What follows belongs to an exercise in optimizing a design on an open flow for small area; a production flow would make more cautious choices.
The RTL was checked by simulation tests, not by an equivalence proof against the original design.
Power is estimated from default activity; no workload was simulated.

===== design/flow/config.mk =====
export PLATFORM = sky130hd
export DESIGN_NAME = regfile_param
export DESIGN_NICKNAME = regfile_param
export VERILOG_FILES = /design/flow/design.v
export SDC_FILE = /design/flow/constraint.sdc
export NUM_CORES = 4
export LEC_CHECK = 0
export CAP_MARGIN = 20
export CORE_MARGIN = 2
export CORE_UTILIZATION = 40
export SLEW_MARGIN = 20

===== design/flow/constraint.sdc =====
create_clock -name core_clock -period 10.0 [get_ports {clk}]
set_input_delay 2.0000 -clock core_clock [delete_from_list [all_inputs] [get_ports {clk}]]
set_output_delay 2.0000 -clock core_clock [all_outputs]
set_load 0.01 [all_outputs]

===== design/flow/design.v =====
package regfile_pkg;
    localparam int DEF_DW     = 32;
    localparam int DEF_DEPTH  = 32;
    localparam int DEF_NUM_RD = 2;
    typedef enum logic {
        ST_INIT  = 1'b0,
        ST_READY = 1'b1
    } state_t;
    function automatic logic [31:0] preset_val(input logic [31:0] idx);
        logic [31:0] val;
        case (idx)
            32'd1:   val = 32'd150;
            32'd2:   val = 32'd999;
            32'd3:   val = 32'd2;
            32'd4:   val = 32'd10;
            32'd5:   val = 32'd11;
            32'd11:  val = 32'd109;
            32'd15:  val = 32'd100;
            default: val = 32'd0;
        endcase
        preset_val = val;
    endfunction
endpackage
module regfile_scoreboard #(
    parameter  int DEPTH  = 32,
    parameter  int NUM_RD = 2,
    localparam int AW     = $clog2(DEPTH)
) (
    input  logic                 clk,
    input  logic                 reset,
    input  logic                 set_en,
    input  logic [AW-1:0]        set_addr,
    input  logic                 clr_en,
    input  logic [AW-1:0]        clr_addr,
    input  logic [NUM_RD*AW-1:0] rd_addr,
    output logic [NUM_RD-1:0]    rd_busy
);
    logic [DEPTH-1:0] busy;
    always_ff @(posedge clk or negedge reset) begin
        if (!reset) begin
            busy <= '0;
        end else begin
            if (clr_en) busy[clr_addr] <= 1'b0;
            if (set_en && (set_addr != '0)) busy[set_addr] <= 1'b1;
        end
    end
    always_comb begin
        rd_busy = '0;
        for (int k = 0; k < NUM_RD; k++) begin
            rd_busy[k] = busy[rd_addr[k*AW +: AW]];
        end
    end
endmodule
module regfile_param #(
    parameter int DW     = regfile_pkg::DEF_DW,
    parameter int DEPTH  = regfile_pkg::DEF_DEPTH,
    parameter int NUM_RD = regfile_pkg::DEF_NUM_RD
) (
    input  logic                           clk,
    input  logic                           reset,
    output logic                           init_done,
    input  logic [NUM_RD*$clog2(DEPTH)-1:0] rd_addr,
    output logic [NUM_RD*DW-1:0]           rd_data,
    output logic [NUM_RD-1:0]              rd_busy,
    input  logic                           wr_en,
    input  logic [$clog2(DEPTH)-1:0]       wr_addr,
    input  logic [DW-1:0]                  wr_data,
    input  logic                           busy_set,
    input  logic [$clog2(DEPTH)-1:0]       busy_addr
);
    localparam int AW = $clog2(DEPTH);
    regfile_pkg::state_t  state;
    logic [AW-1:0]        idx;
    logic                 init_done_q;
    logic [DW-1:0]        regs [DEPTH];
    logic                 ready;
    logic                 wr_ok;
    logic                 set_ok;
    logic [NUM_RD-1:0]    sb_busy;
    logic [NUM_RD*DW-1:0] rd_data_c;
    logic [NUM_RD-1:0]    rd_busy_c;
    assign ready  = (state == regfile_pkg::ST_READY);
    assign wr_ok  = ready && wr_en && (wr_addr != '0);
    assign set_ok = ready && busy_set && (busy_addr != '0);
    always_ff @(posedge clk or negedge reset) begin
        if (!reset) begin
            state       <= regfile_pkg::ST_INIT;
            idx         <= AW'(1);
            init_done_q <= 1'b0;
            for (int i = 0; i < DEPTH; i++) begin
                regs[i] <= '0;
            end
        end else begin
            case (state)
                regfile_pkg::ST_INIT: begin
                    regs[idx] <= DW'(regfile_pkg::preset_val(32'(idx)));
                    idx       <= idx + AW'(1);
                    if (idx == AW'(DEPTH - 1)) begin
                        state       <= regfile_pkg::ST_READY;
                        init_done_q <= 1'b1;
                    end
                end
                regfile_pkg::ST_READY: begin
                    if (wr_ok) regs[wr_addr] <= wr_data;
                end
                default: state <= regfile_pkg::ST_INIT;
            endcase
        end
    end
    regfile_scoreboard #(
        .DEPTH  (DEPTH),
        .NUM_RD (NUM_RD)
    ) u_scoreboard (
        .clk      (clk),
        .reset    (reset),
        .set_en   (set_ok),
        .set_addr (busy_addr),
        .clr_en   (wr_ok),
        .clr_addr (wr_addr),
        .rd_addr  (rd_addr),
        .rd_busy  (sb_busy)
    );
    always_comb begin
        rd_data_c = '0;
        rd_busy_c = '0;
        for (int k = 0; k < NUM_RD; k++) begin
            if (ready) begin
                rd_data_c[k*DW +: DW] = regs[rd_addr[k*AW +: AW]];
                rd_busy_c[k]          = sb_busy[k];
            end
        end
    end
    assign init_done = init_done_q;
    assign rd_data   = rd_data_c;
    assign rd_busy   = rd_busy_c;
endmodule

===== design/flow/run.sh =====
#!/bin/bash
# synth_recipe.tcl (not shown) runs the flow's synth.tcl, then flattens the netlist and writes it again
# the make line also repeats each setting of config.mk as NAME=value (left out here)
make -C /OpenROAD-flow-scripts/flow DESIGN_CONFIG=/design/flow/config.mk WORK_HOME=/design/flow/orfs CLKGATE_MAP_FILE= SYNTH_SCRIPT=/design/flow/synth_recipe.tcl finish

==> run summary <==
==> worst paths after layout <==
path / start / to / slack (ps) / depth (start not counted)
min: init_done_q / init_done_q / 470 / 1
min in group asynchronous: reset / regs[5][22] / 1200 / 1
max: rd_addr[3] / rd_data[10] / 760 / 9
max reg2reg: state / regs[6][31] / 5450 / 6
max in group asynchronous: reset / regs[5][25] / 6620 / 3
min reg2reg: init_done_q / init_done_q / 470 / 1
==> sequential cells by signal, indices dropped and copies added (netlist names) <==
name and flops:
state 1, idx 5, regs 1024, u_scoreboard.busy 32
init_done_q 1
==> layer usage <==
layer  part of all wire  global-route usage
met1               0.36               0.535
met4              0.083               0.256
met5            0.00026            0.000726
met2               0.39               0.556
met3               0.17               0.195
==> cell families after synthesis <==
group | share of synthesized area
flops | 0.512
fa+ha+maj | 0.00385
simple gates | 0.148
xor+xnor | 0.00202
compound gates | 0.277
mux | 0.0108
buf+inv | 0.0470
==> power by group through the flow <==
stage	clock network [mW]	logic (mW)	registers (mW)
floorplan	0	0.568	4.97
global placement	0	1.02	5.13
detailed placement	0	1.05	5.13
CTS	4.55	1.05	5.06
global route	4.72	1.17	5.10
finish	4.57	1.09	5.09
==> cells in the final DEF (no fill, tap or decap), types with 102 or more instances in the layout <==
cell type and count:
o21ai_0 951, buf_4 157, nand4_1 102, nand2_1 1151
nor2_1 174, clkbuf_16 117, a22oi_1 875, clkdlybuf4s50_1 115
dfrtp_1 1061, a21oi_1 205
==> critical path, stage by stage <==
cell and delay [ps]:
clkdlybuf4s50_1 1040, nor2_1 1050, and3_2 1160, buf_4 490
a22oi_1 150, nand2_1 130, nor4_1 50, a21oi_1 480
clkdlybuf4s50_1 650
==> per-stage QoR <==
| stage | power (mW) | area, um2 | hold slack, ps | std cells | setup WS [ps] |
|---|---|---|---|---|---|
| 2_1_floorplan | 5.53 | 52000 | 461 | 5731 | 4490 |
| 6_report | 10.7 | 59300 | 471 | 7465 | 763 |
| 4_1_cts | 10.7 | 59200 | 471 | 7439 | 1200 |
| 3_5_place_dp | 6.18 | 55200 | 455 | 7225 | 1210 |
| 3_3_place_gp | 6.15 | 55200 | 453 | 7222 | 1220 |
| 5_1_grt | 11.0 | 59300 | 502 | 7444 | 1100 |
==> cell type report <==
type                            instances  area (um2)
Fill cell                           12500       70000
Sequential cell                      1063       26600
Multi-Input combinational cell       4107       23700
Clock buffer                          162        3330
Timing Repair Buffer                  302        2820
Tap cell                             1742        2180
Clock inverter                         52         617
Inverter                               16        60.1
Antenna cell                           21        52.6
==> metrics.md <==
| Metric | Value |
|---|---|
| Clock network power share | `0.425` |
| Total wire length | `281 mm` |
| Nets | `5677` |
| CP endpoint kind | `output port` |
| Setup repair after global routing missed its margin | `false` |
| Vias in the first global route | `49700` |
| CTS Sinks | `~1100` |
| Dominant synthesized flop cell | `dfrtp_1` |
| Synthesis-to-layout area growth | `14.1%` |
| Worst-path fanout max | `20` |
| Top cells by area, synth | `dfrtp_1, a22oi_1, o21ai_0` |
| Max cap viols | `0` |
| Buffer depth of the longest clock path | `3` |
| Highest clock rate | `108 MHz` |
| Final ANT Viol Nets | `0` |
| Core Util, Final | `0.459` |
| Clock root buffer | `clkbuf_16` |
| Seq/Total Area, Yosys | `0.512` |
| CTS H-Tree Depth | `3` |
| Starting DRT DRC Count | `11200` |
| Ys async rst share | `1.00` |
| Sw frac | `0.288` |
| Postcts setup bufs | `0` |
| Synth cell types | `80` |
| Top-count cell post-synth | `nand2_1` |
| GRT overflow | `0` |
| CP required | `roughly 8000 ps` |
| Final Cycle Share | `0.924` |
| Startpoint Class | `input pin` |
| Pwr dens | `between 150 and 200 nW/um2` |
| Relative slew slack | `0.118` |
| Cts hold-fix bufs | `0` |
| Global-route wire length before repair | `389 mm` |
| Slew Viols, Final | `0` |
| Flops & latches, synth | `1063` |
| Synth warnings | `3` |
| Initial core utilization | `0.402` |
| Final hold vios | `0` |
| Max Clock Skew | `roughly 50 ps` |
| GRT Overall Usage | `0.415` |
| DP Wirelength | `roughly 160 mm` |
| Number of synthesized flops with an enable pin | `0` |
| Die height | `365 um` |
| Area leader, netlist | `dfrtp_1` |
| CTS Buf Count | `115` |
| Mapped Nets | `5803` |
| Clock latency on the worst-skew pair | `790 ps` |
| Post-Syn Area | `around 52000 um2` |
| Worst setup path category | `input pin to output port` |
| Int Power | `between 7 and 8 mW` |
| Leak | `between 20 and 30 nW` |
| Placer Congestion | `1.02` |
| Slew @ Worst Pin | `1320 ps` |
| Worst-path clk slew | `70 ps` |
| Min-Delay Path Class | `register to register` |
| Remaining DRCs | `0` |
| Status | `no timing/DRC/antenna violations` |
| CTS resizes | `0` |
| Die W | `365 um` |
| Logic pwr share | `0.101` |
| Setup TNS Final | `0 ps` |
| Drt pass-1 iters | `10` |
| Port Buffers | `about 120` |
| Psw | `3.10 mW` |
| Largest net degree at the start of global routing | `165` |
| Row cnt | `132` |
| Cell count after synthesis | `between 5000 and 6000` |
| Vias/cell | `7.14` |
| TritonCTS clock tree | `done` |
| Syn Area/Cell | `9.07 um2` |
| Die ar. | `133000 um2` |
| Wire per inst | `37.7 um` |
| Commonest cells post-synth | `nand2_1, dfrtp_1, o21ai_0` |
| Total number of vias | `53300` |
| Final Setup Violations | `0` |
| Period minus WS final | `9240 ps` |
| Max VDD drop | `0.152 mV` |
| Reg power frac | `0.474` |
| Layout cells sized above 1 | `0.0951` |
| Total core area | `129000 um2` |
| Initial antenna violation count | `17` |
| IO Count | `123` |
| Top-area cell type share of the netlist area | `0.511` |
| Crit path DAT | `around 7200 ps` |

-- separate check: timing with driven ports --
In the flow no input, the clock included, has a driving cell. The finished layout below was timed again as built, in two steps.
Step 1, drivers: a clkbuf_16 drives clk and a buf_2 each remaining input, both assumed.
Step 2 adds t to the input delays and takes it off the output delays; t is the mean of the earliest and latest rising clock arrival at the registers after step 1. Input paths then give back, and output paths get back, about the clock's delay inside the block.
a / b / c = no drivers / after step 1 / after step 2; a / b = the first two.
t (ns): 0.837
setup slack, ns: 0.763 / 0.641 / 0.641
hold WS [ns]: 0.471 / 0.471 / 0.471
worst setup path after step 2: input to output
worst data-port slew with drivers (ns): 0.18
After both steps setup and hold are still met in this run. The setup slack of this run moves by -0.122 ns with the drivers and by -0.122 ns with both steps.
